This design comes from an exercise in tuning for small area and a short achievable clock period on the open sky130 flow, not from production work.
The RTL was checked by simulation tests, not by an equivalence proof against the original design.

// servo_frontend
module servo_frontend (
	input  logic         clk1,
	input  logic         i_rst_n,
	input  logic [127:0] i_cfg,
	input  logic [32:0]  i_adc,
	input  logic [24:0]  i_dac,
	output logic [3:0]   o_afe,
	output logic [72:0]  o_filt,
	output logic [2:0]   o_spi,
	output logic         o_ldac_n,
	output logic         o_dac_credit
);
For scale: ~5,500 cells after synthesis, ~270 I/O pins.
clock: 11.5 ns
lec_check: 0
abc_area: 0
cap_margin: 20
core_margin: 2
core_utilization: 40
slew_margin: 20
synth_hierarchical: 1
synth_minimum_keep_size: 0
standard.sh (not shown) runs the stock make flow with config.mk's settings and CLKGATE_MAP_FILE= SYNTH_SCRIPT=/design/flow/synth_recipe.tcl, a recipe that flattens the netlist after the stock synthesis.
==> flow/flow/run.sh <==
#!/bin/bash
# Standard layout (the standard.sh, standard synthesis unchanged), with
# - a tighter setup target for ORFS's timing repair (repair_timing
#   -setup_margin); the clock period and constraints stay the standard flow's,
# - every input and output port buffered with a buf_2 instead of the
#   larger cell buffer_ports picks by itself.
set -euo pipefail
export SETUP_SLACK_MARGIN=6.2
export BUFFER_PORTS_ARGS="-buffer_cell sky130_fd_sc_hd__buf_2"
bash standard.sh finish > standard.log 2>&1
Change:
==> flow/flow/run.sh (replaced) <==
#!/bin/bash
# Standard layout (the standard.sh, standard synthesis unchanged), with
# - a tighter setup target for ORFS's timing repair (repair_timing
#   -setup_margin); the clock period and constraints stay the standard flow's,
# - every input and output port buffered with a buf_1 instead of the
#   larger cell buffer_ports picks by itself.
set -euo pipefail
export SETUP_SLACK_MARGIN=6.2
export BUFFER_PORTS_ARGS="-buffer_cell sky130_fd_sc_hd__buf_1"
bash standard.sh finish > standard.log 2>&1
--- a/flow/config.mk
+++ b/flow/config.mk
@@ -11,2 +11,3 @@
 export CORE_UTILIZATION = 40
+export CTS_BUF_LIST = sky130_fd_sc_hd__clkbuf_4
 export SLEW_MARGIN = 20
The changed run finished clean.
Fmax is higher slightly.
Cell count is higher by a few percent.
Count of clock-buffer cells in the layout is higher by 139.
Clock skew is higher by 0.048 ns.
Hold slack stays flat.
Synthesized area stays the same.

* * *

servo_frontend, a different RTL version from the one above (not shown whole).
Size in the first run: about 5400 cells after synthesis, roughly 270 I/O pins, roughly 61000 sq um of cells after synthesis.
==> flow/config.mk <==
export PLATFORM = sky130hd
export DESIGN_NAME = servo_frontend
export DESIGN_NICKNAME = servo_frontend
export VERILOG_FILES = /design/flow/design.v
export SDC_FILE = /design/flow/constraint.sdc
export NUM_CORES = 4
export LEC_CHECK = 0
export ABC_AREA = 0
export CAP_MARGIN = 20
export CORE_MARGIN = 2
export CORE_UTILIZATION = 40
export CTS_BUF_LIST = sky130_fd_sc_hd__clkbuf_4
export SLEW_MARGIN = 20
export SYNTH_HIERARCHICAL = 1
export SYNTH_MINIMUM_KEEP_SIZE = 0
==> flow/constraint.sdc <==
create_clock -name core_clock -period 11.5 [get_ports {clk1}]
set_input_delay 2.3000 -clock core_clock [delete_from_list [all_inputs] [get_ports {clk1}]]
set_output_delay 2.3000 -clock core_clock [all_outputs]
set_load 0.01 [all_outputs]
==> flow/flow/run.sh <==
#!/bin/bash
# Standard layout (the standard.sh, standard synthesis unchanged), with
# - a tighter setup target for ORFS's timing repair (repair_timing
#   -setup_margin); the clock period and constraints stay the standard flow's,
# - every input and output port buffered with a buf_1 instead of the
#   larger cell buffer_ports picks by itself.
set -euo pipefail
export SETUP_SLACK_MARGIN=6.35
export BUFFER_PORTS_ARGS="-buffer_cell sky130_fd_sc_hd__buf_1"
bash standard.sh finish > standard.log 2>&1
Rerun with:
Settings changed: CTS_BUF_LIST sky130_fd_sc_hd__clkbuf_4 to sky130_fd_sc_hd__clkbuf_8.
What happened: Area after synthesis does not change. Setup slack gets better by 0.035 ns.
Rerun with:
--- a/flow/flow/run.sh
+++ b/flow/flow/run.sh
@@ -8 +8 @@
-export SETUP_SLACK_MARGIN=6.35
+export SETUP_SLACK_MARGIN=6.2
=>
- utilization decreases by 0.66 points
- final area drops by 1.4%
- register-to-register slack loses 0.22 ns
- setup slack is worse by 0.22 ns
- die area stays the same
- via count barely changes

* * *

servo_frontend again, from the RTL that the note above started with.
==> flow/config.mk <==
export PLATFORM = sky130hd
export DESIGN_NAME = servo_frontend
export DESIGN_NICKNAME = servo_frontend
export VERILOG_FILES = /design/flow/design.v
export SDC_FILE = /design/flow/constraint.sdc
export NUM_CORES = 4
export LEC_CHECK = 0
export ABC_AREA = 0
export CAP_MARGIN = 20
export CORE_MARGIN = 2
export CORE_UTILIZATION = 40
export CTS_BUF_LIST = sky130_fd_sc_hd__clkbuf_8
export SLEW_MARGIN = 20
export SYNTH_HIERARCHICAL = 1
export SYNTH_MINIMUM_KEEP_SIZE = 0
==> flow/constraint.sdc <==
create_clock -name core_clock -period 11.5 [get_ports {clk1}]
set_input_delay 2.3000 -clock core_clock [delete_from_list [all_inputs] [get_ports {clk1}]]
set_output_delay 2.3000 -clock core_clock [all_outputs]
set_load 0.01 [all_outputs]
==> flow/flow/run.sh <==
#!/bin/bash
# Standard layout (the standard.sh, standard synthesis unchanged), with
# - a tighter setup target for ORFS's timing repair (repair_timing
#   -setup_margin); the clock period and constraints stay the standard flow's,
# - every input and output port buffered with a buf_1 instead of the
#   larger cell buffer_ports picks by itself.
set -euo pipefail
export SETUP_SLACK_MARGIN=6.5
export BUFFER_PORTS_ARGS="-buffer_cell sky130_fd_sc_hd__buf_1"
bash standard.sh finish > standard.log 2>&1
The baseline passed the timing, DRC and antenna checks.
Then changed:
--- a/flow/flow/run.sh
+++ b/flow/flow/run.sh
@@ -6,5 +6,5 @@
 #   larger cell buffer_ports picks by itself.
 set -euo pipefail
-export SETUP_SLACK_MARGIN=6.5
+export SETUP_SLACK_MARGIN=6.42
 export BUFFER_PORTS_ARGS="-buffer_cell sky130_fd_sc_hd__buf_1"
 bash standard.sh finish > standard.log 2>&1
=> The new run completed with no timing, DRC or antenna violations. Clock-buffer cell count goes up by 17. Fmax goes up slightly. Worst hold slack gains 13 ps.

[port drivers added, routing unchanged]
The results above use ideal ports. As a check the final layouts listed here were re-extracted and re-timed, cells and wires unchanged.
Step 1: set_driving_cell puts a clkbuf_16 on clk1 and a buf_2 on each other input, an assumption about the parent block.
Step 2 adds t to the input delays and takes it off the output delays; t is the mean of the earliest and latest rising clock arrival at the registers after step 1. Input paths then give back, and output paths get back, about the clock's delay inside the block.
Three values: no drivers, after step 1, after step 2; two values: the first two.
| run | shift t [ns] | setup slack, ns | slew at the worst register clock pin (ns) | worst data-port slew with drivers (ns) |
|---|---|---|---|---|
| the first run of note 1 | 0.758 | 6.202 / 6.202 / 5.795 | 0.07 / 0.07 | 0.10 |
| the second run of note 1 | 1.256 | 6.278 / 6.278 / 5.670 | 0.09 / 0.09 | 0.10 |
| the first run of note 2 | 1.201 | 6.398 / 6.398 / 5.744 | 0.08 / 0.08 | 0.12 |
| the second run of note 2 | 0.925 | 6.432 / 6.432 / 5.736 | 0.07 / 0.07 | 0.11 |
| the third run of note 2 | 0.918 | 6.216 / 6.216 / 5.757 | 0.07 / 0.07 | 0.11 |
| the first run of note 3 | 0.911 | 6.459 / 6.459 / 5.793 | 0.08 / 0.08 | 0.11 |
| the second run of note 3 | 0.924 | 6.502 / 6.502 / 5.746 | 0.07 / 0.07 | 0.11 |
After both steps setup and hold are still met in every run listed. The setup slack of the second run of note 3, which loses most, moves by 0.000 ns with the drivers and by -0.756 ns with both steps.
